This design comes from an exercise in tuning for a short achievable clock period and few clock cycles on the open sky130 flow, not from production work.
The RTL was checked by simulation tests, not by an equivalence proof against the original design.
Power is estimated from default activity; no workload was simulated.

<file path="design/flow/config.mk">
export PLATFORM = sky130hd
export DESIGN_NAME = avr_top
export DESIGN_NICKNAME = avr_top
export VERILOG_FILES = /design/flow/design.v
export SDC_FILE = /design/flow/constraint.sdc
export NUM_CORES = 4
export LEC_CHECK = 0
export ABC_CLOCK_PERIOD_IN_PS = 2500
export CAP_MARGIN = 30
export CORE_MARGIN = 2
export CORE_UTILIZATION = 40
export SETUP_SLACK_MARGIN = 5
export SLEW_MARGIN = 20
export SYNTH_HIERARCHICAL = 1
</file>
<file path="design/flow/design.v">
`default_nettype none
package avr_isa_pkg;
	localparam int NUM_REGS = 32;
	localparam int SREG_C = 0;
	localparam int SREG_Z = 1;
	localparam int SREG_N = 2;
	localparam int SREG_V = 3;
	localparam int SREG_S = 4;
	localparam int SREG_H = 5;
	typedef logic [15:0] opcode_t;
	typedef logic [4:0] reg_sel_t;
	typedef logic [7:0] byte_t;
	typedef logic [7:0] sreg_t;
	typedef logic [1:0] step_t;
	typedef logic signed [11:0] pc_off_t;
	typedef enum logic [3:0] {
		ALU_MOVE, ALU_MOVR, ALU_ADD, ALU_SUB, ALU_AND, ALU_OR,
		ALU_EOR, ALU_NEG, ALU_SWAP, ALU_LSR, ALU_ASR, ALU_ROR
	} alu_op_e;
	typedef enum logic [1:0] {
		PC_NEXT, PC_HOLD, PC_REL
	} pc_act_e;
	typedef struct packed {
		alu_op_e alu_op;
		reg_sel_t dest;
		logic store;
		logic use_carry;
		logic use_const;
		byte_t const_val;
		logic from_mem;
	} ex_ctrl_t;
	typedef struct packed {
		reg_sel_t sel_a;
		reg_sel_t sel_b;
		ex_ctrl_t ex;
		pc_act_e pc_act;
		pc_off_t pc_off;
		step_t next_step;
		logic mem_wen;
		logic mem_ren;
	} dec_t;
endpackage
`default_nettype wire
`default_nettype none
package avr_mem_pkg;
	typedef logic [15:0] addr_t;
	typedef struct packed {
		addr_t addr;
		logic wen;
		logic ren;
		logic [7:0] wdata;
	} dmem_req_t;
endpackage
`default_nettype wire
`default_nettype none
module avr_alu (
	input wire logic [7:0] a,
	input wire logic [7:0] b,
	input wire logic [7:0] bx,
	input wire logic sub,
	input wire logic cy,
	input wire logic [2:0] rsel,
	input wire logic [1:0] fcls,
	input wire logic [1:0] tsel,
	input wire logic [7:0] sreg,
	output logic [7:0] res,
	output logic [7:0] sreg_n
);
	localparam logic [2:0] R_ADD = 3'd0;
	localparam logic [2:0] R_AND = 3'd1;
	localparam logic [2:0] R_OR = 3'd2;
	localparam logic [2:0] R_EOR = 3'd3;
	localparam logic [2:0] R_PASS = 3'd4;
	localparam logic [2:0] R_SWAP = 3'd5;
	localparam logic [1:0] F_ARITH = 2'd1;
	localparam logic [1:0] F_LOGIC = 2'd2;
	localparam logic [1:0] F_SHIFT = 2'd3;
	logic cin;
	logic [7:0] g;
	logic [7:0] p;
	logic [7:0] gg;
	logic [7:0] pp;
	logic [8:0] c;
	logic [7:0] sum;
	logic [7:0] lr;
	logic [7:0] sr;
	logic top;
	logic [7:0] zk;
	logic z_ar;
	logic z_lg;
	logic z_sh;
	logic v_ar;
	always_comb begin
		cin = sub ^ (cy & sreg[0]);
		g = a & bx;
		p = a ^ bx;
		gg = g;
		gg[0] = g[0] | (p[0] & cin);
		pp = p;
		for (int d = 1; d < 8; d = d * 2) begin
			for (int i = 7; i >= d; i--) begin
				gg[i] = gg[i] | (pp[i] & gg[i - d]);
				pp[i] = pp[i] & pp[i - d];
			end
		end
		c = {gg, cin};
		sum = p ^ c[7:0];
		case (tsel)
		2'd1: top = a[7];
		2'd2: top = sreg[0];
		default: top = 1'b0;
		endcase
		sr = {top, a[7:1]};
		case (rsel)
		R_AND: lr = a & b;
		R_OR: lr = a | b;
		default: lr = a ^ b;
		endcase
		case (rsel)
		R_ADD: res = sum;
		R_AND, R_OR, R_EOR: res = lr;
		R_PASS: res = b;
		R_SWAP: res = {a[3:0], a[7:4]};
		default: res = sr;
		endcase
		zk = p ^ {a[6:0] | bx[6:0], cin};
		z_ar = (zk == 8'd0);
		case (rsel)
		R_AND: z_lg = ((a & b) == 8'd0);
		R_OR: z_lg = ((a | b) == 8'd0);
		default: z_lg = (a == b);
		endcase
		z_sh = (sr == 8'd0);
		v_ar = c[8] ^ c[7];
		sreg_n = sreg;
		case (fcls)
		F_ARITH: begin
			sreg_n[0] = c[8] ^ sub;
			sreg_n[1] = z_ar & (~(cy & sub) | sreg[1]);
			sreg_n[2] = sum[7];
			sreg_n[3] = v_ar;
			sreg_n[4] = p[7] ^ c[8];
			sreg_n[5] = c[4] ^ sub;
		end
		F_LOGIC: begin
			sreg_n[1] = z_lg;
			sreg_n[2] = lr[7];
			sreg_n[3] = 1'b0;
			sreg_n[4] = lr[7];
		end
		F_SHIFT: begin
			sreg_n[0] = a[0];
			sreg_n[1] = z_sh;
			sreg_n[2] = top;
			sreg_n[3] = top ^ a[0];
			sreg_n[4] = a[0];
		end
		default: ;
		endcase
		sreg_n[7:6] = 2'b00;
	end
endmodule
`default_nettype wire
`default_nettype none
module avr_target (
	input wire logic [15:0] w,
	input wire logic [15:0] fa1,
	input wire logic [15:12] frp,
	input wire logic [15:12] frm,
	input wire logic [15:7] fbp,
	input wire logic [15:7] fbm,
	output logic [15:0] target,
	output logic [15:0] t_rj
);
	logic [12:0] lo_rj;
	logic [7:0] lo_br;
	logic [15:0] t_br;
	always_comb begin
		lo_rj = {1'b0, fa1[11:0]} + {1'b0, w[11:0]};
		case ({lo_rj[12], w[11]})
		2'b01: t_rj = {frm, lo_rj[11:0]};
		2'b10: t_rj = {frp, lo_rj[11:0]};
		default: t_rj = {fa1[15:12], lo_rj[11:0]};
		endcase
		lo_br = {1'b0, fa1[6:0]} + {1'b0, w[9:3]};
		case ({lo_br[7], w[9]})
		2'b01: t_br = {fbm, lo_br[6:0]};
		2'b10: t_br = {fbp, lo_br[6:0]};
		default: t_br = {fa1[15:7], lo_br[6:0]};
		endcase
		target = t_br;
	end
endmodule
module avr_sequencer (
	input wire logic [7:0] sreg_c,
	input wire logic [7:0] bsel1,
	input wire logic [7:0] bsel0,
	output logic cond,
	input wire logic tk1,
	input wire logic tk0,
	input wire logic [15:0] target,
	input wire logic [15:0] pc_c1,
	input wire logic [15:0] pc_c0,
	input wire logic fv_c1,
	input wire logic fv_c0,
	output logic [15:0] pc_d,
	output logic fv_d
);
	logic tk;
	assign cond = |(bsel1 & sreg_c) | |(bsel0 & ~sreg_c);
	assign tk = cond ? tk1 : tk0;
	assign pc_d = tk ? target : (cond ? pc_c1 : pc_c0);
	assign fv_d = cond ? fv_c1 : fv_c0;
endmodule
`default_nettype wire
`default_nettype none
module avr_execute (
	input wire logic [7:0] opa_q,
	input wire logic [7:0] opb_q,
	input wire logic [7:0] opbn_q,
	input wire logic [7:0] res_q,
	input wire logic [7:0] res_qn,
	input wire logic fa_res,
	input wire logic fb_res,
	input wire logic [3:0] bxs,
	input wire logic [7:0] data_read,
	input wire logic la,
	input wire logic lb,
	input wire logic sub,
	input wire logic cy,
	input wire logic [2:0] rsel,
	input wire logic [1:0] fcls,
	input wire logic [1:0] tsel,
	input wire logic [7:0] sreg_q,
	output logic [7:0] res,
	output logic [7:0] res1,
	output logic [7:0] sreg_n,
	output logic [7:0] sreg_c
);
	logic [7:0] a1;
	logic [7:0] b1;
	logic [7:0] bx1;
	logic [7:0] a2;
	logic [7:0] b2;
	logic [7:0] bx2;
	assign a1 = fa_res ? res_q : opa_q;
	assign b1 = fb_res ? res_q : opb_q;
	assign bx1 = ({8{bxs[0]}} & res_q) | ({8{bxs[1]}} & res_qn)
		| ({8{bxs[2]}} & opb_q) | ({8{bxs[3]}} & opbn_q);
	assign a2 = la ? data_read : a1;
	assign b2 = lb ? data_read : b1;
	assign bx2 = lb ? (sub ? ~data_read : data_read) : bx1;
	avr_alu u_alu_c (
		.a(a1),
		.b(b1),
		.bx(bx1),
		.sub(sub),
		.cy(cy),
		.rsel(rsel),
		.fcls(fcls),
		.tsel(tsel),
		.sreg(sreg_q),
		.res(res1),
		.sreg_n(sreg_c)
	);
	avr_alu u_alu (
		.a(a2),
		.b(b2),
		.bx(bx2),
		.sub(sub),
		.cy(cy),
		.rsel(rsel),
		.fcls(fcls),
		.tsel(tsel),
		.sreg(sreg_q),
		.res(res),
		.sreg_n(sreg_n)
	);
endmodule
`default_nettype wire
`default_nettype none
module avr_cpu (
	input wire logic clk,
	input wire logic reset,
	input wire avr_isa_pkg::opcode_t cdata,
	input wire avr_isa_pkg::byte_t data_read,
	output avr_mem_pkg::addr_t pc_next,
	output avr_mem_pkg::dmem_req_t dmem
);
	localparam logic [2:0] R_ADD = 3'd0;
	localparam logic [2:0] R_AND = 3'd1;
	localparam logic [2:0] R_OR = 3'd2;
	localparam logic [2:0] R_EOR = 3'd3;
	localparam logic [2:0] R_PASS = 3'd4;
	localparam logic [2:0] R_SWAP = 3'd5;
	localparam logic [2:0] R_SHR = 3'd6;
	localparam logic [1:0] F_NONE = 2'd0;
	localparam logic [1:0] F_ARITH = 2'd1;
	localparam logic [1:0] F_LOGIC = 2'd2;
	localparam logic [1:0] F_SHIFT = 2'd3;
	localparam int BT_N = 4;
	localparam int BT_W = 2;
	function automatic logic [16:0] padd(input logic [15:0] a, input logic [15:0] b, input logic ci);
		logic [15:0] g;
		logic [15:0] p;
		logic [15:0] gg;
		logic [15:0] pp;
		logic [15:0] c;
		g = a & b;
		p = a ^ b;
		gg = g;
		gg[0] = g[0] | (p[0] & ci);
		pp = p;
		for (int d = 1; d < 16; d = d * 2) begin
			for (int i = 15; i >= d; i--) begin
				gg[i] = gg[i] | (pp[i] & gg[i - d]);
				pp[i] = pp[i] & pp[i - d];
			end
		end
		c = {gg[14:0], ci};
		padd = {gg[15], p ^ c};
	endfunction
	logic [15:0] pc_q;
	logic [15:0] fa_q;       
	logic [15:0] fa1_q;      
	logic fv_q;              
	logic pred_q;            
	logic [BT_W-1:0] pidx_q;
	logic [15:12] frp_q;
	logic [15:12] frm_q;
	logic [15:7] fbp_q;
	logic [15:7] fbm_q;
	logic [15:0] pc_inc;
	logic [16:0] padd_pc;
	logic [16:0] padd_frp;
	logic [16:0] padd_frm;
	logic [16:0] padd_fbp;
	logic [16:0] padd_fbm;
	assign padd_pc = padd(pc_q, 16'd0, 1'b1);
	assign pc_inc = padd_pc[15:0];
	assign padd_frp = padd({12'd0, pc_inc[15:12]}, 16'd0, 1'b1);
	assign padd_frm = padd({12'd0, pc_inc[15:12]}, 16'h000f, 1'b0);
	assign padd_fbp = padd({7'd0, pc_inc[15:7]}, 16'd0, 1'b1);
	assign padd_fbm = padd({7'd0, pc_inc[15:7]}, 16'h01ff, 1'b0);
	logic sec_q;             
	logic sec_st_q;
	logic [4:0] sec_reg_q;
	logic [7:0] sdat_q;      
	logic fs_res_q;
	logic [7:0] regs [32];
	logic [7:0] sreg_q;
	logic e_v_q;
	logic e_we_q;
	logic [4:0] e_dest_q;
	logic [2:0] e_rsel_q;
	logic [1:0] e_fcls_q;
	logic e_sub_q;
	logic e_cy_q;
	logic [1:0] e_top_q;     
	logic [7:0] opa_q;
	logic [7:0] opb_q;
	logic [7:0] opbn_q;      
	logic [7:0] res_qn;      
	logic [3:0] bxs_q;       
	logic [7:0] res_q;
	logic fa_res_q;
	logic fb_res_q;
	logic e_la_q;
	logic e_lb_q;
	logic ld1_v_q;
	logic [4:0] ld1_reg_q;
	logic ld2_v_q;
	logic [4:0] ld2_reg_q;
	logic [15:0] da_q;
	logic dw_q;
	logic dr_q;
	logic [7:0] dd_q;
	assign dmem.addr = da_q;
	assign dmem.wen = dw_q;
	assign dmem.ren = dr_q;
	assign dmem.wdata = dd_q;
	logic [15:0] w;
	assign w = cdata;
	logic [4:0] sel_a;
	logic [4:0] sel_b;
	logic [7:0] k8;
	assign k8 = {w[11:8], w[3:0]};
	logic i_rr;       
	logic i_imm;      
	logic i_one;      
	logic i_mem;      
	logic i_rjmp;
	logic i_br;
	logic d_alu;      
	logic d_we;
	logic [2:0] d_rsel;
	logic [1:0] d_fcls;
	logic d_sub;
	logic d_cy;
	logic [1:0] d_top;
	logic d_rda;      
	logic d_rdb;      
	logic [1:0] d_bsrc;  
	logic d_azero;
	logic [7:0] d_const;
	logic [4:0] d_dest;
	always_comb begin
		i_rr = (w[15:12] == 4'b0000 && w[11:10] != 2'b00) || (w[15:12] == 4'b0001) || (w[15:12] == 4'b0010);
		i_imm = (w[15:12] == 4'b0011) || (w[15:14] == 2'b01) || (w[15:12] == 4'b1110);
		i_one = (w[15:9] == 7'b1001010) && (w[3] == 1'b0 ? w[2:0] != 3'b100 : w[2:0] == 3'b010);
		i_mem = (w[15:10] == 6'b100100) && (w[3:0] == 4'b0000);
		i_rjmp = (w[15:12] == 4'b1100) && (w[11:0] != 12'd0);
		i_br = (w[15:11] == 5'b11110) && (w[9:3] != 7'd0);
		sel_a = i_imm ? {1'b1, w[7:4]} : w[8:4];
		sel_b = {w[9], w[3:0]};
		d_dest = sel_a;
		d_alu = 1'b0;
		d_we = 1'b0;
		d_rsel = R_ADD;
		d_fcls = F_NONE;
		d_sub = 1'b0;
		d_cy = 1'b0;
		d_top = 2'd0;
		d_rda = 1'b0;
		d_rdb = 1'b0;
		d_bsrc = 2'd0;
		d_azero = 1'b0;
		d_const = k8;
		if (i_rr) begin
			d_alu = 1'b1;
			d_rda = 1'b1;
			d_rdb = 1'b1;
			d_we = 1'b1;
			case (w[13:10])
			4'b0001: begin d_fcls = F_ARITH; d_sub = 1'b1; d_cy = 1'b1; d_we = 1'b0; end  
			4'b0010: begin d_fcls = F_ARITH; d_sub = 1'b1; d_cy = 1'b1; end  
			4'b0011: begin d_fcls = F_ARITH; end  
			4'b0101: begin d_fcls = F_ARITH; d_sub = 1'b1; d_we = 1'b0; end  
			4'b0110: begin d_fcls = F_ARITH; d_sub = 1'b1; end  
			4'b0111: begin d_fcls = F_ARITH; d_cy = 1'b1; end  
			4'b1000: begin d_fcls = F_LOGIC; d_rsel = R_AND; end
			4'b1001: begin d_fcls = F_LOGIC; d_rsel = R_EOR; end
			4'b1010: begin d_fcls = F_LOGIC; d_rsel = R_OR; end
			4'b1011: begin d_rsel = R_PASS; d_rda = 1'b0; end  
			default: begin d_alu = 1'b0; d_we = 1'b0; d_rda = 1'b0; d_rdb = 1'b0; end  
			endcase
		end else if (i_imm) begin
			d_alu = 1'b1;
			d_rda = 1'b1;
			d_we = 1'b1;
			d_bsrc = 2'd1;
			case (w[15:12])
			4'h3: begin d_fcls = F_ARITH; d_sub = 1'b1; d_we = 1'b0; end  
			4'h4: begin d_fcls = F_ARITH; d_sub = 1'b1; d_cy = 1'b1; end  
			4'h5: begin d_fcls = F_ARITH; d_sub = 1'b1; end  
			4'h6: begin d_fcls = F_LOGIC; d_rsel = R_OR; end  
			4'h7: begin d_fcls = F_LOGIC; d_rsel = R_AND; end  
			default: begin d_rsel = R_PASS; d_rda = 1'b0; end  
			endcase
		end else if (i_one) begin
			d_alu = 1'b1;
			d_rda = 1'b1;
			d_we = 1'b1;
			d_bsrc = 2'd1;
			case (w[3:0])
			4'h0: begin d_fcls = F_LOGIC; d_rsel = R_EOR; d_const = 8'hff; end  
			4'h1: begin d_fcls = F_ARITH; d_sub = 1'b1; d_bsrc = 2'd2; d_azero = 1'b1; end  
			4'h2: begin d_rsel = R_SWAP; end
			4'h3: begin d_fcls = F_ARITH; d_const = 8'd1; end  
			4'h5: begin d_fcls = F_SHIFT; d_rsel = R_SHR; d_top = 2'd1; end  
			4'h6: begin d_fcls = F_SHIFT; d_rsel = R_SHR; end  
			4'h7: begin d_fcls = F_SHIFT; d_rsel = R_SHR; d_top = 2'd2; end  
			default: begin d_fcls = F_ARITH; d_sub = 1'b1; d_const = 8'd1; end  
			endcase
		end
	end
	logic def_q;
	logic [7:0] def_b1_q;
	logic [7:0] def_b0_q;
	logic def_pred_q;
	logic [BT_W-1:0] def_idx_q;
	logic [15:0] def_fa_q;
	logic [15:0] def_fa1_q;
	logic [15:0] def_tgt_q;
	logic def_cond;
	logic mis;
	assign def_cond = |(def_b1_q & sreg_q) | |(def_b0_q & ~sreg_q);
	assign mis = def_q & (def_cond != def_pred_q);
	logic d_go;
	assign d_go = fv_q & ~sec_q & ~mis;
	logic a_hi;
	logic [7:0] rf_alo;
	logic [7:0] rf_ahi;
	logic [7:0] rd_a;
	logic [7:0] rd_b;
	logic [7:0] rd_s;
	logic [7:0] ld_wd;
	logic e_wr;
	logic fra;
	logic fla;
	logic frb;
	logic flb;
	logic lma;
	logic lmb;
	assign ld_wd = data_read;
	assign e_wr = e_v_q & e_we_q;
	assign a_hi = i_imm | w[8];
	assign rf_alo = regs[{1'b0, w[7:4]}];
	assign rf_ahi = regs[{1'b1, w[7:4]}];
	always_comb begin
		fla = ld2_v_q & (ld2_reg_q == sel_a);
		flb = ld2_v_q & (ld2_reg_q == sel_b);
		if (wl_q && wl_dest_q == sel_a) rd_a = res_q;
		else if (fla) rd_a = ld_wd;
		else rd_a = a_hi ? rf_ahi : rf_alo;
		if (wl_q && wl_dest_q == sel_b) rd_b = res_q;
		else if (flb) rd_b = ld_wd;
		else rd_b = regs[sel_b];
		fra = e_wr & (e_dest_q == sel_a);
		frb = e_wr & (e_dest_q == sel_b);
		lma = ld1_v_q & (ld1_reg_q == sel_a);
		lmb = ld1_v_q & (ld1_reg_q == sel_b);
		if (ld2_v_q && ld2_reg_q == sec_reg_q) rd_s = ld_wd;
		else if (fs_res_q) rd_s = res_q;
		else rd_s = sdat_q;
	end
	logic bx_res;
	logic bx_op;
	always_comb begin
		case (d_bsrc)
		2'd0: bx_res = frb;
		2'd1: bx_res = 1'b0;
		default: bx_res = fra;
		endcase
		bx_op = ~bx_res;
	end
	logic [7:0] res;
	logic [7:0] res1;
	logic [7:0] sreg_n;
	logic e_late;
	logic wl_q;
	logic [4:0] wl_dest_q;
	assign e_late = e_la_q | e_lb_q;
	logic [7:0] bsel1;
	logic [7:0] bsel0;
	logic cond;
	logic [7:0] sreg_c;
	always_comb begin
		for (int k = 0; k < 8; k++) begin
			bsel1[k] = (w[2:0] == 3'(k)) & ~w[10];
			bsel0[k] = (w[2:0] == 3'(k)) & w[10];
		end
	end
	avr_execute u_execute (
		.opa_q(opa_q),
		.opb_q(opb_q),
		.opbn_q(opbn_q),
		.res_q(res_q),
		.res_qn(res_qn),
		.bxs(bxs_q),
		.fa_res(fa_res_q),
		.fb_res(fb_res_q),
		.data_read(data_read),
		.la(e_la_q),
		.lb(e_lb_q),
		.sub(e_sub_q),
		.cy(e_cy_q),
		.rsel(e_rsel_q),
		.fcls(e_fcls_q),
		.tsel(e_top_q),
		.sreg_q(sreg_q),
		.res(res),
		.res1(res1),
		.sreg_n(sreg_n),
		.sreg_c(sreg_c)
	);
	logic [15:0] target;     
	logic [15:0] t_rj;       
	logic [15:0] rj_tgt_q;
	logic rj_pend_q;
	avr_target u_target (
		.w(w),
		.fa1(fa1_q),
		.frp(frp_q),
		.frm(frm_q),
		.fbp(fbp_q),
		.fbm(fbm_q),
		.target(target),
		.t_rj(t_rj)
	);
	logic [BT_N-1:0] bt_v_q;
	logic [15:0] bt_tag_q [BT_N];
	logic [15:0] bt_tgt_q [BT_N];
	logic [1:0] bt_ctr_q [BT_N];
	logic [BT_W-1:0] bt_rr_q;
	logic bt_hit;
	logic [BT_W-1:0] bt_idx;
	logic [15:0] bt_tgt;
	logic bu_br_q;
	logic bu_bad_q;
	logic bu_tk_q;
	logic bu_pred_q;
	logic [BT_W-1:0] bu_idx_q;
	logic [15:0] bu_tag_q;
	logic [15:0] bu_tgt_q;
	logic bu_rj_q;
	always_comb begin
		bt_hit = 1'b0;
		bt_idx = '0;
		bt_tgt = '0;
		for (int i = 0; i < BT_N; i++) begin
			if (bt_v_q[i] && bt_tag_q[i] == pc_q) begin
				bt_hit = 1'b1;
				bt_idx = i[BT_W-1:0];
				bt_tgt = bt_tgt_q[i];
			end
		end
	end
	logic br_w;       
	logic rj_w;       
	logic dfr;        
	logic redir_e;
	logic [15:0] nxt_n;
	logic [15:0] pc_c1;
	logic [15:0] pc_c0;
	logic fv_c1;
	logic fv_c0;
	logic tk1;
	logic tk0;
	logic taken;
	logic [15:0] pc_d;
	logic fv_d;
	always_comb begin
		br_w = d_go & i_br;
		rj_w = d_go & i_rjmp;
		dfr = br_w & (e_la_q | e_lb_q);
		redir_e = fv_q & ~mis & (rj_w != pred_q);
		nxt_n = bt_hit ? bt_tgt : pc_inc;
		if (reset) begin
			tk1 = 1'b0;
			tk0 = 1'b0;
			pc_c1 = 16'd0;
			pc_c0 = 16'd0;
			fv_c1 = 1'b0;
			fv_c0 = 1'b0;
		end else if (rj_pend_q) begin
			tk1 = 1'b0;
			tk0 = 1'b0;
			pc_c1 = rj_tgt_q;
			pc_c0 = rj_tgt_q;
			fv_c1 = 1'b0;
			fv_c0 = 1'b0;
		end else if (mis) begin
			tk1 = 1'b0;
			tk0 = 1'b0;
			pc_c1 = def_cond ? def_tgt_q : def_fa1_q;
			pc_c0 = pc_c1;
			fv_c1 = 1'b0;
			fv_c0 = 1'b0;
		end else if (br_w && !dfr) begin
			tk1 = ~pred_q;
			pc_c1 = nxt_n;
			fv_c1 = pred_q;
			tk0 = 1'b0;
			pc_c0 = pred_q ? fa1_q : nxt_n;
			fv_c0 = ~pred_q;
		end else if (dfr) begin
			tk1 = 1'b0;
			tk0 = 1'b0;
			pc_c1 = nxt_n;
			pc_c0 = nxt_n;
			fv_c1 = 1'b1;
			fv_c0 = 1'b1;
		end else begin
			tk1 = 1'b0;
			tk0 = 1'b0;
			pc_c1 = redir_e ? fa1_q : nxt_n;
			pc_c0 = pc_c1;
			fv_c1 = ~redir_e;
			fv_c0 = fv_c1;
		end
		taken = rj_w | (br_w & cond);
	end
	avr_sequencer u_nextpc (
		.sreg_c(sreg_c),
		.bsel1(bsel1),
		.bsel0(bsel0),
		.cond(cond),
		.tk1(tk1),
		.tk0(tk0),
		.target(target),
		.pc_c1(pc_c1),
		.pc_c0(pc_c0),
		.fv_c1(fv_c1),
		.fv_c0(fv_c0),
		.pc_d(pc_d),
		.fv_d(fv_d)
	);
	assign pc_next = pc_d;
	always_ff @(posedge clk) begin
		fa_q <= pc_q;
		fa1_q <= pc_inc;
		frp_q <= padd_frp[3:0];
		frm_q <= padd_frm[3:0];
		fbp_q <= padd_fbp[8:0];
		fbm_q <= padd_fbm[8:0];
		pc_q <= pc_d;
		fv_q <= fv_d;
		res_q <= res;
		res_qn <= ~res;
		wl_dest_q <= e_dest_q;
		rj_tgt_q <= t_rj;
		bu_rj_q <= i_rjmp & ~def_q;
		pidx_q <= bt_idx;
		bu_tag_q <= def_q ? def_fa_q : fa_q;
		bu_tgt_q <= def_q ? def_tgt_q : target;
		bu_tk_q <= def_q ? def_cond : taken;
		bu_pred_q <= def_q ? def_pred_q : pred_q;
		bu_idx_q <= def_q ? def_idx_q : pidx_q;
		def_b1_q <= bsel1;
		def_b0_q <= bsel0;
		def_pred_q <= pred_q;
		def_idx_q <= pidx_q;
		def_fa_q <= fa_q;
		def_fa1_q <= fa1_q;
		def_tgt_q <= target;
		if (reset) begin
			pred_q <= 1'b0;
			rj_pend_q <= 1'b0;
			sec_q <= 1'b0;
			def_q <= 1'b0;
			e_v_q <= 1'b0;
			e_fcls_q <= F_NONE;
			e_la_q <= 1'b0;
			e_lb_q <= 1'b0;
			ld1_v_q <= 1'b0;
			ld2_v_q <= 1'b0;
			dw_q <= 1'b0;
			dr_q <= 1'b0;
			sreg_q <= '0;
			bt_v_q <= '0;
			bt_rr_q <= '0;
			bu_br_q <= 1'b0;
			bu_bad_q <= 1'b0;
			wl_q <= 1'b0;
		end else begin
			wl_q <= e_wr & e_late;
			sreg_q <= sreg_n;
			ld2_v_q <= ld1_v_q;
			ld2_reg_q <= ld1_reg_q;
			ld1_v_q <= 1'b0;
			dw_q <= 1'b0;
			dr_q <= 1'b0;
			pred_q <= bt_hit;
			def_q <= dfr;
			rj_pend_q <= redir_e & rj_w;
			bu_br_q <= def_q | (d_go & (i_br | i_rjmp) & ~dfr);
			bu_bad_q <= ~def_q & fv_q & pred_q & ~mis & ~(d_go & (i_br | i_rjmp));
			if (bu_br_q) begin
				if (bu_tk_q) begin
					if (bu_pred_q) begin
						if (bt_ctr_q[bu_idx_q] != 2'd3) bt_ctr_q[bu_idx_q] <= bt_ctr_q[bu_idx_q] + 2'd1;
					end else begin
						bt_v_q[bt_rr_q] <= 1'b1;
						bt_tag_q[bt_rr_q] <= bu_tag_q;
						bt_tgt_q[bt_rr_q] <= bu_rj_q ? rj_tgt_q : bu_tgt_q;
						bt_ctr_q[bt_rr_q] <= 2'd3;
						bt_rr_q <= bt_rr_q + 1'b1;
					end
				end else if (bu_pred_q) begin
					if (bt_ctr_q[bu_idx_q] == 2'd2) bt_v_q[bu_idx_q] <= 1'b0;
					else bt_ctr_q[bu_idx_q] <= bt_ctr_q[bu_idx_q] - 2'd1;
				end
			end else if (bu_bad_q) begin
				bt_v_q[bu_idx_q] <= 1'b0;
			end
			sec_q <= 1'b0;
			if (fv_q && sec_q) begin
				da_q <= w;
				if (sec_st_q) begin
					dw_q <= 1'b1;
					dd_q <= rd_s;
				end else begin
					dr_q <= 1'b1;
					ld1_v_q <= 1'b1;
					ld1_reg_q <= sec_reg_q;
				end
			end
			if (d_go && i_mem) begin
				sec_q <= 1'b1;
				sec_st_q <= w[9];
				sec_reg_q <= w[8:4];
				sdat_q <= rd_a;
				fs_res_q <= fra;
			end
			e_v_q <= d_go & d_alu;
			e_fcls_q <= (d_go & d_alu) ? d_fcls : F_NONE;
			e_la_q <= d_go & d_alu & d_rda & ~d_azero & lma;
			e_lb_q <= d_go & d_alu & (((d_bsrc == 2'd0) & d_rdb & lmb) | ((d_bsrc == 2'd2) & lma));
		end
		e_we_q <= d_we;
		e_dest_q <= d_dest;
		e_rsel_q <= d_rsel;
		e_sub_q <= d_sub;
		e_cy_q <= d_cy;
		e_top_q <= d_top;
		opa_q <= d_azero ? 8'd0 : rd_a;
		fa_res_q <= ~d_azero & fra;
		bxs_q <= d_sub ? {bx_op, 1'b0, bx_res, 1'b0} : {1'b0, bx_op, 1'b0, bx_res};
		case (d_bsrc)
		2'd0: begin
			opb_q <= rd_b;
			opbn_q <= ~rd_b;
			fb_res_q <= frb;
		end
		2'd1: begin
			opb_q <= d_const;
			opbn_q <= ~d_const;
			fb_res_q <= 1'b0;
		end
		default: begin
			opb_q <= rd_a;
			opbn_q <= ~rd_a;
			fb_res_q <= fra;
		end
		endcase
	end
	always_ff @(posedge clk) begin
		for (int i = 0; i < 32; i++) begin
			if (reset) begin
				regs[i] <= '0;
			end else if (e_wr && !e_late && e_dest_q == 5'(i)) begin
				regs[i] <= res1;
			end else if (wl_q && wl_dest_q == 5'(i)) begin
				regs[i] <= res_q;
			end else if (ld2_v_q && ld2_reg_q == 5'(i)) begin
				regs[i] <= ld_wd;
			end
		end
	end
endmodule
`default_nettype wire
`default_nettype none
module avr_top (
	input wire logic clk,
	input wire logic reset,
	input wire logic [15:0] cdata,
	input wire logic [7:0] data_read,
	output logic [15:0] pc,
	output logic [15:0] dmem_addr,
	output logic dmem_wen,
	output logic dmem_ren,
	output logic [7:0] dmem_wdata
);
	avr_mem_pkg::dmem_req_t dmem;
	avr_mem_pkg::addr_t pc_next;
	avr_cpu u_cpu (
		.clk(clk),
		.reset(reset),
		.cdata(cdata),
		.data_read(data_read),
		.pc_next(pc_next),
		.dmem(dmem)
	);
	always_ff @(posedge clk) begin
		pc <= pc_next;
	end
	assign dmem_addr = dmem.addr;
	assign dmem_wen = dmem.wen;
	assign dmem_ren = dmem.ren;
	assign dmem_wdata = dmem.wdata;
endmodule
`default_nettype wire
</file>
<file path="design/flow/constraint.sdc">
create_clock -name core_clock -period 10.0 [get_ports {clk}]
set_input_delay 2.0000 -clock core_clock [delete_from_list [all_inputs] [get_ports {clk}]]
set_output_delay 2.0000 -clock core_clock [all_outputs]
set_load 0.01 [all_outputs]
</file>
<file path="design/flow/standard.sh">
#!/bin/bash
# synth_recipe.tcl (not shown) runs the flow's synth.tcl, then flattens the netlist and writes it again
# the make line also repeats each setting of config.mk as NAME=value (left out here)
make -C /OpenROAD-flow-scripts/flow DESIGN_CONFIG=/design/flow/config.mk WORK_HOME=/design/flow/orfs CLKGATE_MAP_FILE= SYNTH_SCRIPT=/design/flow/synth_recipe.tcl "${@:-finish}"
</file>
<file path="design/flow/flow/run.sh">
#!/bin/bash
# Standard synthesis and layout; only the setup repair target is raised, so
# repair_timing keeps working on the paths after they meet the clock.
set -euo pipefail
bash standard.sh synth > synth.log 2>&1
bash standard.sh SETUP_SLACK_MARGIN=6.0 finish > layout.log 2>&1
</file>
==> reports/results.ini, run 1 <==
[pwr]
peakVddDrop_mv=0.184
sw_frac_of_total_pct=36.0
switching_power_mw=3.49
clkPwrFrac_pct=33.1
p_leak_nw=18.2
p_seq_share_pct=39.7
pwr-share-comb_pct=27.2
p_int_mw=6.20
power_density_mw_per_mm2=186

[sta]
tightest_slew_ns=1.13
relSlewSlack_pct=24.7
max_freq_mhz=244
hold_viol=0
fin_crit_ns=4.09
setup_viol_count_final=0
final_max_slew_viol_count=0
fin_skew_ns=0.0454
rsz0062_at_grt=yes
finalCritPeriodShare_pct=40.9
setup_tns_ns=0

[cells_and_area]
top_regs=u_cpu.regs x256, u_cpu.bt_tag_q x64, u_cpu.bt_tgt_q x64
layout-drive-gt1-share_pct=17.2
fillers=10600
area_growth_pct=17.6
largest_reg_flops=256
nNetsFinal=5187
top_register=u_cpu.regs
layout.cells.most_common_list=dfxtp_1, nor2_1, nand2_1
layout.cells.most_common=dfxtp_1
post-route-util_pct=47.2

[route]
finalWirelength_mm=240
ant_nets=0
detail_route.first_pass.iterations=9
vias=45200
drt_iter0_drc=7484
via_per_inst=6.83
drc=0
wl_per_cell_um=36.2

[flow_run]
max_cap_violations=0

[global_routing]
grt_pass1_vias=40600
grt_use_total_pct=40.1
grt_max_degree=94
antenna_found_initial=12
grt_overflow=0
grt_pass1_wl_mm=323

[clock_tree]
cts_hold_buf=0
tritoncts=built
clock-sinks=745
cts_made_buffers=84
clockBufferDepth=3
htree_num_levels=3
root_buffer=clkbuf_16
clk_latency_ns=0.71
clk_pin_slew_ns=0.06

[floorplan]
io_pins=68
fp.dieArea_sq_mm=0.113
die_h_um=337
rows=122
die_w_um=337
initial_core_util_pct=40.2
core_region_area_sq_mm=0.110

[yosys]
synth_top_flop_cell=dfxtp_1
synth-seq-area-share_pct=37.9
synth-edff-count=185
syn_avg_cell_area_sq_um=8.73
post_synth_instance_area_sq_mm=0.0443
async_flop_share_pct=0
syn_inst=5068
ys_seq_elements=745
yosysWarnings=11
ys_types=112

[critical_path]
end_kind=register
r2r_slack_ns=5.92
critPathLaunchType=input port
reg2regPathDepth=19
criticalPathCategory=in2reg
path_max_fanout=18
rr_startpoint=u_cpu.res_q[0]
cp.required_ns=10.57
r2r_end=u_cpu.bu_tk_q
critPathArrivalTime_ns=4.66

[worst_hold_path]
whs_path_depth=0
min_to=u_cpu.def_fa_q[2]
hold_path.class=reg2reg
worstHoldStart=u_cpu.fa_q[2]

[placed_design]
dpl.hpwl_mm=159
gp_congestion=1.09
io_buffers=67

[outcome]
status=timing/DRC/antenna clean

[metrics by stage]
step | instances | power (mW) | setup slack, ns | hold WS [ns] | cell area [sq um]
final | 6615 | 9.68 | 5.91 | 0.326 | 52000
after global routing | 6606 | 9.92 | 5.78 | 0.325 | 52000
after CTS | 6565 | 9.45 | 5.99 | 0.329 | 51000
after detailed placement | 6343 | 6.11 | 4.05 | 0.333 | 46400
after global placement | 6339 | 6.10 | 4.07 | 0.331 | 46400
after floorplan | 5074 | 5.11 | 5.74 | 0.326 | 44500
[worst max path at each step]
stage,from,to,slack (ns),cells past startpoint
floorplan,data_read[0],u_cpu.sreg_q[0],5.74,12
finish,cdata[6],u_cpu.opbn_q[0],5.91,9
detailed placement,cdata[0],u_cpu.opb_q[7],4.05,11
global placement,cdata[0],u_cpu.opb_q[7],4.07,11
global route,u_cpu.res_q[2],u_cpu.bu_tk_q,5.78,18
CTS,data_read[0],u_cpu.sreg_q[0],5.99,14
[Yosys stat by module (local to each module, per instance)]
module / cells / times used / area (sq um)
avr_alu: 237 / 2 / 1610
avr_target: 170 / 1 / 1160
avr_top: 16 / 1 / 320
avr_cpu: 4190 / 1 / 37900
avr_sequencer: 136 / 1 / 821
avr_execute: 82 / 1 / 793
[synth_stat cells, drive strengths merged, types with 41 or more instances]
cell    number  share of area [%]
a211oi      49               0.88
nand2b      82                1.2
nor4        47               0.82
xor2        92                1.8
nor2b       58               0.82
or2         69               0.98
a22oi      202                3.4
edfxtp     185                 13
ha         102                2.9
mux2       131                3.5
nand2      399                3.4
nand3      307                3.5
dfxtp      560                 25
nor2       440                3.8
xnor2      100                2.0
o21ai      171                2.0
a21o        66                1.1
a221oi     173                3.5
nand4       64               0.90
nor3       102                1.2
a21oi      326                3.7
mux2i      172                3.9
o22ai       41               0.59
buf        147                1.7
clkbuf     280                2.4
inv        127                1.1
[critical path, stage by stage]
cell and delay (ns):
buf_4 0.19, buf_16 0.21, nor2b_1 0.71, a22o_1 0.35
a221oi_1 0.15, a21oi_1 0.31, o211ai_1 0.22, a21oi_1 0.32
a21boi_0 0.14
[cell families after synthesis]
family	after synthesis	share of synthesized area, %
AND/OR/NAND/NOR	1768	20.0
flip-flops	745	37.9
multiplexers	310	7.72
AO/OA/AOI/OAI	1386	22.3
other	3	0.0254
XOR/XNOR	192	3.80
adder cells (fa/ha/maj)	108	3.15
buffers and inverters	556	5.19
[layer usage]
| layer | GRT usage [%] | routed length [um] | vias up |
|---|---|---|---|
| li1 | - | - | 18800 |
| met1 | 55.7 | 98100 | 22100 |
| met2 | 55.1 | 94000 | 3452 |
| met3 | 13.1 | 32700 | 740 |
| met4 | 19.8 | 14600 | 12 |
| met5 | 0.511 | 153 | - |
[layout make-up]
class | count | area, sq um | share of cell area (%)
inverter | 129 | 498 | 0.957
antenna | 9 | 22.5 | 0.0433
tap | 1488 | 1860 | 3.58
clock buffer | 117 | 2380 | 4.57
timing repair buffer | 319 | 3650 | 7.02
multi-input combinational | 3774 | 26400 | 50.7
sequential | 745 | 16800 | 32.3
clock inverter | 34 | 457 | 0.878
[power groups by stage]
stage	Sequential (mW)	Clock, mW	Combinational (mW)
after detailed placement	3.87	0	2.24
after global routing	3.86	3.35	2.71
after floorplan	3.68	0	1.43
after CTS	3.82	3.23	2.41
after global placement	3.86	0	2.24
final	3.84	3.21	2.63
[timing repair]
item | 4_1_cts | 5_1_grt
resized for setup | 217 | 113
cloned | 14 | 9
pin swaps | 31 | 37
buffers inserted | 57 | 19
endpoints found under the setup margin | 269 | 185
Testbench counts, summed over its fixed seeds: cycles 142,365.
==> run 2, diff against run 1 <==
--- a/design/flow/flow/run.sh
+++ b/design/flow/flow/run.sh
@@ -4,3 +4,3 @@
 set -euo pipefail
 bash standard.sh synth > synth.log 2>&1
-bash standard.sh SETUP_SLACK_MARGIN=6.0 finish > layout.log 2>&1
+bash standard.sh SETUP_SLACK_MARGIN=7.0 finish > layout.log 2>&1
==> reports/results.ini, run 2 <==
[route]
via_per_inst=7.11
vias=49800
finalWirelength_mm=274
drt_iter0_drc=8689
drc=0
wl_per_cell_um=39.1
detail_route.first_pass.iterations=10
ant_nets=0

[yosys]
ys_types=112
synth-seq-area-share_pct=37.9
post_synth_instance_area_sq_mm=0.0443
yosysMostFrequentCell=dfxtp_1
synth.top_cells.by_count=dfxtp_1, nor2_1, nand2_1
synth_top_flop_cell=dfxtp_1
async_flop_share_pct=0
synth_top_area_share_pct=25.3
synth_area_leaders=dfxtp_1, edfxtp_1, mux2i_1, a21oi_1, nor2_1
yosysWarnings=11
ys_seq_elements=745
yosysTopAreaCell=dfxtp_1
synth-edff-count=185
syn_avg_cell_area_sq_um=8.73
syn_inst=5068

[cells_and_area]
fillers=9613
final_cells=6997
area_growth_pct=40.8
top_regs=u_cpu.regs x256, u_cpu.bt_tag_q x64, u_cpu.bt_tgt_q x64
layout.cells.most_common_list=dfxtp_1, nand2_1, nor2_1
layout-drive-gt1-share_pct=35.6
top_register=u_cpu.regs
layout.cells.most_common=dfxtp_1
largest_reg_flops=256
nNetsFinal=5551

[placed_design]
gp_congestion=1.12
io_buffers=67
dp_cells=6318
dpl.hpwl_mm=156

[critical_path]
critPathLaunchType=input port
reg2regPathDepth=10
criticalPathCategory=in2reg
path_cells=buf_12, buf_12, buf_6, buf_6, buf_8, buf_8, and3b_2, buf_4, nand3_4, nand4_1, a2111oi_4, a21oi_2, o21ai_2, a21bo_2
cp.required_ns=10.59
rr_startpoint=u_cpu.pc_q[12]
r2r_slack_ns=5.98
end_kind=register
path_max_fanout=5
r2r_end=pc[2]
critPathArrivalTime_ns=4.75
max_stage_delay_ns=0.47
cp_slowest_cell=a2111oi_4

[global_routing]
grt_pass1_wl_mm=367
grt_max_degree=87
grt_overflow=0
grt_use_total_pct=46.2
grt_pass1_vias=44400
antenna_found_initial=27

[sta]
max_freq_mhz=241
relSlewSlack_pct=29.1
whs_ns=0.347
fin_crit_ns=4.16
setup_tns_ns=0
rsz0062_at_grt=yes
hold_viol=0
final_max_slew_viol_count=0
setup_viol_count_final=0
finalCritPeriodShare_pct=41.6
tightest_slew_ns=1.06
fin_skew_ns=0.0373

[floorplan]
io_pins=68
rows=122
core_region_area_sq_mm=0.110
initial_core_util_pct=40.2
fp.dieArea_sq_mm=0.113
die_h_um=337
die_w_um=337

[worst_hold_path]
min_to=u_cpu.def_fa_q[6]
hold_path.class=reg2reg
worstHoldStart=u_cpu.fa_q[6]
whs_path_depth=0

[pwr]
switching_power_mw=4.18
power_density_mw_per_mm2=181
p_seq_share_pct=34.5
clkPwrFrac_pct=30.8
p_int_mw=7.10
pwr-share-comb_pct=34.6
p_leak_nw=22.6
total_power_mw=11.3
sw_frac_of_total_pct=37.0
peakVddDrop_mv=0.179

[outcome]
status=timing/DRC/antenna clean

[clock_tree]
clock-sinks=745
clk_latency_ns=0.72
cts_made_buffers=87
clk_pin_slew_ns=0.06
root_buffer=clkbuf_16
htree_num_levels=3
tritoncts=built
clockBufferDepth=3
cts_hold_buf=0

[flow_run]
max_cap_violations=0

run 2: cell counts after synthesis:
Identical to the previous run, type by type.
run 2: cell type report:
type                            count  area [sq um]  area share, %
Sequential cell                   745         16900           27.1
Timing Repair Buffer              676          8780           14.1
Inverter                          129           527          0.845
Clock buffer                      113          2440           3.92
Multi-Input combinational cell   3778         31100           49.9
Tap cell                         1488          1860           2.99
Antenna cell                       22          55.1         0.0883
Clock inverter                     46           672           1.08
run 2: Yosys stat by module, one instance, submodules excluded:
module	flops+latches	area, sq um	times used
avr_target	0	1160	1
avr_cpu	729	37900	1
avr_execute	0	793	1
avr_top	16	320	1
avr_sequencer	0	821	1
avr_alu	0	1610	2
run 2: metal layers:
metal | share of wire, % | global-route usage [%] | up-vias
li1 | - | - | 19600
met4 | 8.7 | 28.4 | 34
met3 | 17 | 24.6 | 1373
met1 | 37 | 58.4 | 24200
met5 | 0.48 | 7.70 | -
met2 | 37 | 60.0 | 4520
run 2: how the worst max path moves through the flow:
stage                              start              end  slack (ns)  cells past startpoint
final                           cdata[0]   u_cpu.opb_q[7]        5.84                     14
after CTS                   data_read[0]  u_cpu.sreg_q[0]        6.03                     14
after global placement          cdata[7]  u_cpu.sdat_q[1]        4.36                      9
after floorplan             data_read[0]  u_cpu.sreg_q[0]        5.74                     12
after detailed placement       cdata[14]  u_cpu.sdat_q[5]        4.39                      9
after global routing      u_cpu.res_q[0]    u_cpu.bu_tk_q        5.87                     20
run 2: stage by stage:
| step | utilization (%) | setup WS (ns) | cell area, sq um |
|---|---|---|---|
| detailed placement | 42.6 | 4.39 | 46900 |
| global placement | 42.5 | 4.36 | 46900 |
| CTS | 53.8 | 6.03 | 59300 |
| global route | 56.5 | 5.87 | 62300 |
| floorplan | - | 5.74 | 45800 |
| finish | 56.5 | 5.84 | 62300 |
run 2: cell families after synthesis:
group / Yosys count / synth area share, %
other: 3 / 0.0254
buffers and inverters: 556 / 5.19
AOI/OAI and AO/OA: 1386 / 22.3
DFF: 745 / 37.9
and+or+nand+nor: 1768 / 20.0
muxes: 310 / 7.72
xor gates and xnor gates: 192 / 3.80
adders and majority gates: 108 / 3.15
run 2: what timing repair did:
item,4_1_cts,5_1_grt
cloned,75,4
gates resized for setup,1200,392
setup buffers,316,98
pin swaps,249,201
endpoints found under the setup margin,482,466
run 2: critical path, delay by kind of cell:
family / cells / cell delay [ns]
AND/OR/NAND/NOR: 3 / 0.79
buffers and inverters: 7 / 0.88
AO/OA/AOI/OAI: 4 / 1.06
run 2: power groups by stage:
| stage | Sequential [mW] | Combinational [mW] | Clock (mW) |
|---|---|---|---|
| 3_5_place_dp | 3.92 | 2.26 | 0 |
| 6_report | 3.89 | 3.90 | 3.48 |
| 3_3_place_gp | 3.92 | 2.25 | 0 |
| 4_1_cts | 3.88 | 3.39 | 3.48 |
| 5_1_grt | 3.91 | 3.93 | 3.61 |
| 2_1_floorplan | 3.69 | 1.55 | 0 |
==> run 3, diff against run 2 <==
--- a/design/flow/design.v
+++ b/design/flow/design.v
@@ -299,6 +299,6 @@
 	localparam logic [1:0] F_LOGIC = 2'd2;
 	localparam logic [1:0] F_SHIFT = 2'd3;
-	localparam int BT_N = 4;
-	localparam int BT_W = 2;
+	localparam int BT_N = 8;
+	localparam int BT_W = 3;
 	function automatic logic [16:0] padd(input logic [15:0] a, input logic [15:0] b, input logic ci);
 		logic [15:0] g;
--- a/design/flow/flow/run.sh
+++ b/design/flow/flow/run.sh
@@ -4,3 +4,3 @@
 set -euo pipefail
 bash standard.sh synth > synth.log 2>&1
-bash standard.sh SETUP_SLACK_MARGIN=7.0 finish > layout.log 2>&1
+bash standard.sh SETUP_SLACK_MARGIN=6.5 finish > layout.log 2>&1
==> reports/results.ini, run 3 <==
[flow_run]
max_cap_violations=0

[clock_tree]
clk_pin_slew_ns=0.06
clockBufferDepth=3
htree_num_levels=3
clk_latency_ns=0.78
tritoncts=built
cts_made_buffers=96
clock-sinks=889
root_buffer=clkbuf_16

[yosys]
syn_inst=5279
syn_avg_cell_area_sq_um=9.37
yosysTopAreaCell=dfxtp_1
ys_types=110
synth-edff-count=321
ys_seq_elements=889
synth_top_area_share_pct=23.0
synth-seq-area-share_pct=42.5
yosysWarnings=11
synth_top_flop_cell=dfxtp_1
yosysMostFrequentCell=dfxtp_1
synth.top_cells.by_count=dfxtp_1, nand2_1, a22oi_1
post_synth_instance_area_sq_mm=0.0495
async_flop_share_pct=0
synth_area_leaders=dfxtp_1, edfxtp_1, mux2_2, a22oi_1, nand2_1

[worst_hold_path]
hold_path.class=reg2reg

[cells_and_area]
fillers=11100
layout.cells.most_common=dfxtp_1
top_register=u_cpu.regs
top_regs=u_cpu.regs x256, u_cpu.bt_tag_q x128, u_cpu.bt_tgt_q x128
layout.cells.most_common_list=dfxtp_1, nand2_1, a21oi_1
final_cells=7178
area_growth_pct=24.9
largest_reg_flops=256
layout-drive-gt1-share_pct=25.6
nNetsFinal=5581

[sta]
setup_viol_count_final=0
fin_crit_ns=4.24
finalCritPeriodShare_pct=42.4
hold_viol=0
max_freq_mhz=236
final_max_slew_viol_count=0
rsz0062_at_grt=yes
relSlewSlack_pct=21.8
fin_skew_ns=0.0760
setup_tns_ns=0
tightest_slew_ns=1.17

[pwr]
power_density_mw_per_mm2=188
total_power_mw=11.6
p_leak_nw=22.0
clkPwrFrac_pct=32.4
switching_power_mw=4.05
sw_frac_of_total_pct=34.9
p_seq_share_pct=39.6
pwr-share-comb_pct=28.0
peakVddDrop_mv=0.215
p_int_mw=7.56

[placed_design]
io_buffers=67
gp_congestion=1.08
dpl.hpwl_mm=141
dp_cells=6717

[floorplan]
die_w_um=356
core_region_area_sq_mm=0.123
die_h_um=356
rows=129
io_pins=68
fp.dieArea_sq_mm=0.126
initial_core_util_pct=40.2

[global_routing]
grt_pass1_wl_mm=323
grt_pass1_vias=43300
grt_use_total_pct=35.1
grt_max_degree=96
antenna_found_initial=14
grt_overflow=0

[critical_path]
criticalPathCategory=in2reg
path_max_fanout=6
cp.required_ns=10.46
critPathLaunchType=input port
critPathArrivalTime_ns=4.70
end_kind=register

[route]
wl_per_cell_um=32.4
drt_iter0_drc=7432
via_per_inst=6.61
detail_route.first_pass.iterations=9
ant_nets=0
vias=47500
drc=0
finalWirelength_mm=233

[outcome]
status=timing/DRC/antenna clean

run 3: changes by cell type in the layout (fill, tap and decap cells not counted), sizes merged, moves of 49 or more:
cell	delta
buf	-248
mux2	+185
nand2	+160
a22oi	+147
nor2	-146
edfxtp	+136
a221oi	-106
mux2i	-78
xnor2	+64
or2	-56
nand4	+49
run 3: through the flow:
step           setup slack [ns]  utilization, %  hold WS [ns]  instance area (sq um)
2_1_floorplan              5.21               -         0.326                  50700
3_3_place_gp               3.66            42.5         0.332                  52300
3_5_place_dp               3.59            42.6         0.335                  52500
4_1_cts                    5.84            48.9         0.348                  60200
5_1_grt                    5.72            50.1         0.354                  61700
6_report                   5.76            50.2         0.347                  61800
run 3: power groups by stage:
stage / Sequential (mW) / Combinational, mW / Clock [mW]
after floorplan: 4.45 / 1.70 / 0
after global placement: 4.63 / 2.62 / 0
after detailed placement: 4.62 / 2.64 / 0
after CTS: 4.57 / 3.01 / 3.79
after global routing: 4.62 / 3.35 / 3.93
final: 4.60 / 3.25 / 3.76
run 3: area by class of cell:
class | instances | area [sq um] | area share [%]
Antenna cell | 12 | 30.0 | 0.0486
Tap cell | 1637 | 2050 | 3.32
Sequential cell | 889 | 21100 | 34.1
Inverter | 137 | 542 | 0.877
Multi-Input combinational cell | 3853 | 29200 | 47.3
Clock inverter | 30 | 372 | 0.602
Clock buffer | 150 | 3020 | 4.88
Timing Repair Buffer | 470 | 5480 | 8.88
run 3: modules after synthesis (local to each module, per instance):
module	times used	area (sq um)	cells inside	flip-flops and latches
avr_sequencer	1	821	136	0
avr_execute	1	793	82	0
avr_top	1	320	16	16
avr_cpu	1	43200	4426	873
avr_target	1	1050	143	0
avr_alu	2	1650	238	0
run 3: path summary, 6_finish.rpt:
| path | cells past startpoint | slack [ns] | endpoint | startpoint |
|---|---|---|---|---|
| hold reg to reg | 0 | 0.35 | u_cpu.def_fa_q[0] | u_cpu.fa_q[0] |
| setup reg to reg | 12 | 6.00 | pc[1] | u_cpu.pc_q[12] |
| hold / removal | 0 | 0.35 | u_cpu.def_fa_q[0] | u_cpu.fa_q[0] |
| setup / recovery | 15 | 5.76 | u_cpu.sdat_q[4] | cdata[6] |
run 3: per-layer routing:
layer	wire length, um	share of wire [%]	vias up	global-route usage, %
li1	-	-	20000	-
met3	28000	12	940	9.87
met5	58	0.025	-	0
met1	90600	39	23100	46.2
met2	96500	41	3423	51.1
met4	17700	7.6	8	21.1
run 3: cell families (layout without fill, tap and decap cells):
kind of cell	Yosys count	after routing	share of synthesized area [%]
and+or+nand+nor	1716	1723	17.1
AOI/OAI and AO/OA	1330	1330	18.7
adders and majority gates	108	108	2.82
other	3	21	0.0228
DFF	889	889	42.5
muxes	417	417	9.52
xor gates and xnor gates	266	266	4.73
buffers and inverters	550	787	4.60
run 3: worst max-delay path, stage by stage:
cell and delay, ns:
buf_12 0.10, buf_12 0.13, buf_4 0.13, buf_6 0.10, buf_6 0.11, buf_6 0.12
buf_6 0.11, buf_6 0.11, and4b_4 0.24, a22oi_2 0.17, nand4_1 0.42, o32ai_4 0.50
a211oi_2 0.16, o22ai_4 0.20, inv_2 0.07
run 3: what timing repair did:
action	4_1_cts	5_1_grt
pin swaps	158	131
gates resized for setup	553	203
hold buffers	0	0
endpoints found under the setup margin	590	474
cloned	40	5
buffers inserted	157	59
Testbench counts of run 3, summed over its fixed seeds: cycles 142,018.
==> run 4, diff against run 3 <==
--- a/design/flow/design.v
+++ b/design/flow/design.v
@@ -176,4 +176,6 @@
 	logic [7:0] lo_br;
 	logic [15:0] t_br;
+	logic [7:0] lo_rs;
+	logic [15:0] t_rs;
 	always_comb begin
 		lo_rj = {1'b0, fa1[11:0]} + {1'b0, w[11:0]};
@@ -189,5 +191,7 @@
 		default: t_br = {fa1[15:7], lo_br[6:0]};
 		endcase
-		target = t_br;
+		lo_rs = {1'b0, fa1[6:0]} + {1'b0, w[6:0]};
+		t_rs = {lo_rs[7] ? fbp : fa1[15:7], lo_rs[6:0]};
+		target = (w[15:12] == 4'b1100) ? t_rs : t_br;
 	end
 endmodule
@@ -589,4 +593,6 @@
 		.t_rj(t_rj)
 	);
+	logic rj_short;
+	assign rj_short = (w[11:7] == 5'd0);
 	logic [BT_N-1:0] bt_v_q;
 	logic [15:0] bt_tag_q [BT_N];
@@ -673,6 +679,6 @@
 			fv_c0 = 1'b1;
 		end else begin
-			tk1 = 1'b0;
-			tk0 = 1'b0;
+			tk1 = redir_e & rj_w;
+			tk0 = tk1;
 			pc_c1 = redir_e ? fa1_q : nxt_n;
 			pc_c0 = pc_c1;
@@ -754,5 +760,5 @@
 			pred_q <= bt_hit;
 			def_q <= dfr;
-			rj_pend_q <= redir_e & rj_w;
+			rj_pend_q <= redir_e & rj_w & ~rj_short;
 			bu_br_q <= def_q | (d_go & (i_br | i_rjmp) & ~dfr);
 			bu_bad_q <= ~def_q & fv_q & pred_q & ~mis & ~(d_go & (i_br | i_rjmp));
==> reports/results.ini, run 4 <==
[yosys]
synth_top_area_share_pct=23.4
synth.top_cells.by_count=nor2_1, dfxtp_1, nand2_1
syn_inst=5269
ys_types=112
yosysTopAreaCell=dfxtp_1
syn_avg_cell_area_sq_um=9.23
ys_seq_elements=889
synth_area_leaders=dfxtp_1, edfxtp_1, nor2_1, a221oi_1, mux2i_1
synth-edff-count=321
post_synth_instance_area_sq_mm=0.0486
yosysWarnings=11
synth_top_flop_cell=dfxtp_1
synth-seq-area-share_pct=43.2
async_flop_share_pct=0
yosysMostFrequentCell=nor2_1

[clock_tree]
clk_pin_slew_ns=0.06
clk_latency_ns=0.77
cts_made_buffers=98
clock-sinks=889
root_buffer=clkbuf_16
cts_hold_buf=0
tritoncts=built
clockBufferDepth=3
htree_num_levels=3

[sta]
final_max_slew_viol_count=0
setup_tns_ns=0
tightest_slew_ns=1.11
finalCritPeriodShare_pct=44.0
relSlewSlack_pct=25.7
fin_crit_ns=4.40
hold_viol=0
max_freq_mhz=227
fin_skew_ns=0.0775
setup_viol_count_final=0
rsz0062_at_grt=yes

[cells_and_area]
final_cells=7167
layout-drive-gt1-share_pct=22.3
top_register=u_cpu.regs
layout.cells.most_common=nor2_1
area_growth_pct=26.1
nNetsFinal=5595
top_regs=u_cpu.regs x256, u_cpu.bt_tag_q x128, u_cpu.bt_tgt_q x128
largest_reg_flops=256
layout.cells.most_common_list=nor2_1, dfxtp_1, nand2_1

[route]
top_layer=met5
finalWirelength_mm=251
wl_met2_mm=101
ant_nets=0
met3_wirelength_mm=32.9
vias=47900
via_per_inst=6.68
drt_iter0_drc=7647
detail_route.first_pass.iterations=9
drc=0
wl_met1_mm=98.5
wl_per_cell_um=35.1

[floorplan]
rows=127
die_w_um=353
initial_core_util_pct=40.4
core_region_area_sq_mm=0.120
fp.dieArea_sq_mm=0.124
die_h_um=353
io_pins=68

[placed_design]
gp_congestion=1.04
dp_cells=6686
dpl.hpwl_mm=158
io_buffers=67

[critical_path]
r2r_slack_ns=5.92
path_max_fanout=7
cp.required_ns=10.65
reg2regPathDepth=14
critPathArrivalTime_ns=5.05
cp-startpoint=cdata[5]
criticalPathCategory=in2reg
r2r_end=u_cpu.pc_q[9]
end_kind=register
cp-endpoint=u_cpu.pc_q[3]
rr_startpoint=u_cpu.pc_q[15]
critPathLaunchType=input port

[pwr]
peakVddDrop_mv=0.148
power_density_mw_per_mm2=167
p_leak_nw=22.4

[flow_run]
max_cap_violations=0

[global_routing]
grt_use_total_pct=38.4
grt_pass1_wl_mm=343
grt_pass1_vias=43200
grt_max_degree=90
antenna_found_initial=24
grt_overflow=0

[worst_hold_path]
hold_path.class=reg2reg

[outcome]
status=timing/DRC/antenna clean

run 4: where the power goes:
group | internal (mW) | switching (mW)
logic | 0.770 | 1.49
clock network | 2.23 | 1.64
registers | 3.94 | 0.163
run 4: how the worst min path moves through the flow:
| stage | startpoint | endpoint | slack, ns | cells past startpoint |
|---|---|---|---|---|
| CTS | u_cpu.pidx_q[0] | u_cpu.def_idx_q[0] | 0.31 | 0 |
| finish | u_cpu.pidx_q[0] | u_cpu.def_idx_q[0] | 0.32 | 0 |
| floorplan | u_cpu.pc_q[5] | u_cpu.fa_q[5] | 0.33 | 0 |
| detailed placement | u_cpu.fa_q[15] | u_cpu.def_fa_q[15] | 0.33 | 0 |
| global route | u_cpu.pidx_q[0] | u_cpu.def_idx_q[0] | 0.32 | 0 |
| global placement | u_cpu.fa_q[0] | u_cpu.def_fa_q[0] | 0.33 | 0 |
run 4: stage by stage:
step | setup WS, ns | power [mW] | util (%) | hold WS (ns) | cell area [sq um]
finish | 5.60 | 10.2 | 51.0 | 0.318 | 61300
detailed placement | 3.92 | 5.80 | 43.0 | 0.334 | 51800
global route | 5.53 | 10.4 | 51.0 | 0.321 | 61300
global placement | 3.95 | 5.80 | 42.9 | 0.330 | 51700
floorplan | 5.39 | 5.08 | - | 0.326 | 50000
CTS | 5.64 | 10.0 | 49.7 | 0.313 | 59700
run 4: cells by family after synthesis:
| logic type | after synthesis | share of synthesized area, % |
|---|---|---|
| simple gates | 1824 | 17.8 |
| fa+ha+maj | 108 | 2.87 |
| compound gates | 1303 | 19.5 |
| buf+inv | 547 | 4.54 |
| xor+xnor | 260 | 4.68 |
| flops | 889 | 43.2 |
| other cells | 2 | 0.0154 |
| mux | 336 | 7.43 |
run 4: critical path: stages:
cell       delay [ns]
buf_12           0.12
buf_12           0.12
or4_4            0.57
nor3_4           0.16
a2111oi_2        0.09
a221o_1          0.27
and4b_2          0.25
buf_12           0.13
a41o_4           0.28
buf_4            0.16
buf_16           0.16
a21oi_2          0.15
a2bb2oi_1        0.17
o32ai_1          0.11
nand2b_1         0.11
a211o_1          0.12
nand2_1          0.06
run 4: area by class of cell:
| type | instances | area (sq um) |
|---|---|---|
| fillers | 10900 | 59000 |
| flip-flops and latches | 889 | 21100 |
| clock buffers | 151 | 3000 |
| inverters | 140 | 548 |
| clock inverters | 35 | 487 |
| diodes | 8 | 20.0 |
| well taps | 1612 | 2020 |
| repair buffers | 495 | 5760 |
| multi-input cells | 3837 | 28400 |
run 4: Yosys stat by module, one instance, submodules excluded:
module         cells  times used  area [sq um]
avr_sequencer    136           1           821
avr_alu          251           2          1690
avr_top           16           1           320
avr_target       184           1          1310
avr_cpu         4349           1         42000
avr_execute       82           1           793
run 4: per-layer routing:
| metal | up-vias | track usage (%) |
|---|---|---|
| met3 | 890 | 11.8 |
| met2 | 3526 | 54.2 |
| li1 | 20000 | - |
| met5 | - | 0.538 |
| met4 | 24 | 21.4 |
| met1 | 23400 | 51.9 |
run 4: what timing repair did:
action | CTS | global route
gates cloned | 31 | 4
setup buffers | 182 | 60
gates resized for setup | 572 | 209
pin swaps | 111 | 91
hold endpoints to repair | 0 | 0
setup endpoints to repair | 445 | 337
Testbench counts of run 4, summed over its fixed seeds: cycles 141,110.
==> run 5, diff against run 4 <==
--- a/design/flow/design.v
+++ b/design/flow/design.v
@@ -176,6 +176,4 @@
 	logic [7:0] lo_br;
 	logic [15:0] t_br;
-	logic [7:0] lo_rs;
-	logic [15:0] t_rs;
 	always_comb begin
 		lo_rj = {1'b0, fa1[11:0]} + {1'b0, w[11:0]};
@@ -191,7 +189,5 @@
 		default: t_br = {fa1[15:7], lo_br[6:0]};
 		endcase
-		lo_rs = {1'b0, fa1[6:0]} + {1'b0, w[6:0]};
-		t_rs = {lo_rs[7] ? fbp : fa1[15:7], lo_rs[6:0]};
-		target = (w[15:12] == 4'b1100) ? t_rs : t_br;
+		target = t_br;
 	end
 endmodule
@@ -303,6 +299,6 @@
 	localparam logic [1:0] F_LOGIC = 2'd2;
 	localparam logic [1:0] F_SHIFT = 2'd3;
-	localparam int BT_N = 8;
-	localparam int BT_W = 3;
+	localparam int BT_N = 4;
+	localparam int BT_W = 2;
 	function automatic logic [16:0] padd(input logic [15:0] a, input logic [15:0] b, input logic ci);
 		logic [15:0] g;
@@ -593,6 +589,4 @@
 		.t_rj(t_rj)
 	);
-	logic rj_short;
-	assign rj_short = (w[11:7] == 5'd0);
 	logic [BT_N-1:0] bt_v_q;
 	logic [15:0] bt_tag_q [BT_N];
@@ -679,6 +673,6 @@
 			fv_c0 = 1'b1;
 		end else begin
-			tk1 = redir_e & rj_w;
-			tk0 = tk1;
+			tk1 = 1'b0;
+			tk0 = 1'b0;
 			pc_c1 = redir_e ? fa1_q : nxt_n;
 			pc_c0 = pc_c1;
@@ -760,5 +754,5 @@
 			pred_q <= bt_hit;
 			def_q <= dfr;
-			rj_pend_q <= redir_e & rj_w & ~rj_short;
+			rj_pend_q <= redir_e & rj_w;
 			bu_br_q <= def_q | (d_go & (i_br | i_rjmp) & ~dfr);
 			bu_bad_q <= ~def_q & fv_q & pred_q & ~mis & ~(d_go & (i_br | i_rjmp));
==> design/flow/flow/run.sh (replaced) <==
#!/bin/bash
# Standard synthesis and layout. Only the resizer's targets change: the setup
# repair aims past the clock so repair_timing keeps working on the paths after
# they meet it, and it may resize a cell into any footprint.
set -euo pipefail
bash standard.sh synth > synth.log 2>&1
bash standard.sh SETUP_SLACK_MARGIN=6.5 MATCH_CELL_FOOTPRINT=0 finish > layout.log 2>&1
==> reports/results.ini, run 5 <==
[cells_and_area]
nNetsFinal=5402
postLayoutCellArea_sq_mm=0.0570
fillers=10200
final_cells=6845
top_regs=u_cpu.regs x256, u_cpu.bt_tag_q x64, u_cpu.bt_tgt_q x64
area.sequential_sq_mm=0.0168
top_register=u_cpu.regs
layout-drive-gt1-share_pct=26.2
area_growth_pct=28.7
multi_input_area_sq_mm=0.0284
layout.cells.most_common=dfxtp_1

[sta]
setup_tns_ns=0
fin_skew_ns=0.0586
fin_crit_ns=4.03
relSlewSlack_pct=24.6
setup_viol_count_final=0
hold_viol=0
tightest_slew_ns=1.13
final_max_slew_viol_count=0
finalCritPeriodShare_pct=40.3

[pwr]
peakVddDrop_mv=0.173
total_power_mw=10.1
p_leak_nw=20.6

[yosys]
synth_area_leaders=dfxtp_1, edfxtp_1, mux2i_1, a21oi_1, nor2_1
synth_mux_area_share_pct=7.72
synth-compound-area-share_pct=22.3
syn_inst=5068
yosysTopAreaCell=dfxtp_1
yosysWarnings=11
synth-simple-area-share_pct=20.0
synth-adder-area-share_pct=3.15
yosysMostFrequentCell=dfxtp_1
synth.top_cells.by_count=dfxtp_1, nor2_1, nand2_1
async_flop_share_pct=0
ys_types=112
synth-seq-area-share_pct=37.9
synth_top_family_by_area=compound AO/OA/AOI/OAI gates

[global_routing]
grt_use_total_pct=42.3
antenna_found_initial=23
grt_pass1_vias=42600
grt_max_degree=79
grt_pass1_wl_mm=339
grt_overflow=0

[critical_path]
critPathLaunchType=input port
critPathArrivalTime_ns=4.45
cp-endpoint=u_cpu.sdat_q[1]
rr_startpoint=u_cpu.res_q[0]
reg2regPathDepth=18
cp.required_ns=10.42
end_kind=register

[route]
finalWirelength_mm=249
ant_nets=0
vias=47200
detail_route.first_pass.iterations=13

[placed_design]
io_buffers=67
dp_cells=6320
post_dp_cell_area_sq_mm=0.0468
dpl.hpwl_mm=155

[floorplan]
rows=122
die_h_um=337
die_w_um=337
fp.dieArea_sq_mm=0.113
io_pins=68

[outcome]
status=timing/DRC/antenna clean

[clock_tree]
root_buffer=clkbuf_16
cts_hold_buf=0
cts_made_buffers=86
clk_pin_slew_ns=0.06
clk_latency_ns=0.71
tritoncts=built

[flow_run]
max_cap_violations=0

[run 5: changes by cell type after synthesis, moves of 45 or more]
cell / delta
xor2_1: -47
a21oi_1: +78
or2_2: +45
nor2_1: -266
a21o_1: +54
mux2i_1: -53
edfxtp_1: -136
nand3_1: +133
a221oi_1: -118
[run 5: layout make-up]
cell class,instances,area share (%)
clock buffers,114,4.16
inverters,129,0.938
repair buffers,532,11.1
flip-flops and latches,745,29.5
well taps,1488,3.27
clock inverters,47,1.06
diodes,16,0.0703
multi-input cells,3774,49.9
[run 5: timing repair]
action,in CTS,in global routing
setup endpoints to repair,451,321
gates cloned,38,5
pin swaps,180,103
setup buffers,238,56
gates resized for setup,672,207
[run 5: worst max-delay path, cell delays in order]
cell	delay [ns]
buf_12	0.12
buf_12	0.15
buf_6	0.17
and3b_4	0.30
a32oi_1	0.20
o22ai_1	0.16
nor4_4	0.79
o311ai_2	0.19
a22oi_2	0.28
inv_1	0.07
[run 5: worst min path at each step]
| stage | from | to | slack, ns | cells past startpoint |
|---|---|---|---|---|
| 3_3_place_gp | u_cpu.fa_q[0] | u_cpu.def_fa_q[0] | 0.33 | 0 |
| 6_report | u_cpu.fa_q[1] | u_cpu.def_fa_q[1] | 0.35 | 0 |
| 4_1_cts | u_cpu.fa_q[1] | u_cpu.def_fa_q[1] | 0.35 | 0 |
| 2_1_floorplan | u_cpu.pc_q[10] | u_cpu.fa_q[10] | 0.33 | 0 |
| 5_1_grt | u_cpu.pidx_q[0] | u_cpu.def_idx_q[0] | 0.35 | 0 |
| 3_5_place_dp | u_cpu.fa_q[2] | u_cpu.def_fa_q[2] | 0.33 | 0 |
[run 5: Yosys stat by module (local to each module, per instance)]
module | times used | flops+latches
avr_target | 1 | 0
avr_execute | 1 | 0
avr_sequencer | 1 | 0
avr_cpu | 1 | 729
avr_top | 1 | 16
avr_alu | 2 | 0
[run 5: cells by family after synthesis]
family / count (synthesis)
other cells: 3
compound gates: 1386
buf+inv: 556
simple gates: 1768
mux: 310
xor+xnor: 192
flops: 745
fa+ha+maj: 108
[run 5: through the flow]
step	hold slack, ns	setup WS, ns	util (%)
after detailed placement	0.334	4.25	42.5
after global placement	0.330	4.28	42.4
after CTS	0.348	6.02	50.2
after floorplan	0.326	5.74	-
after global routing	0.353	5.87	51.6
final	0.346	5.97	51.7
[run 5: where the power goes]
group	leakage [nW]	total, mW	internal [mW]	switching (mW)
Combinational	12.9	2.99	1.08	1.90
Sequential	6.27	3.84	3.49	0.348
Clock	1.43	3.32	1.90	1.41
Total	20.6	10.1	6.48	3.66
[run 5: routing by layer]
layer | vias up | routed length [um] | track usage [%] | share of wire (%)
met2 | 3897 | 95700 | 56.7 | 38
li1 | 19300 | - | - | -
met3 | 1027 | 38200 | 18.2 | 15
met4 | 16 | 19200 | 25.4 | 7.7
met5 | - | 275 | 0 | 0.11
met1 | 23000 | 96100 | 55.4 | 39
Testbench counts of run 5, summed over its fixed seeds: cycles 142,365.

Check on run 5: ideal ports give 5.968 ns setup slack; a clkbuf_16 on the clock port and buf_2 on the inputs give 5.875 ns; moving port delays by the midpoint clock arrival (0.760 ns) as well gives 5.115 ns.
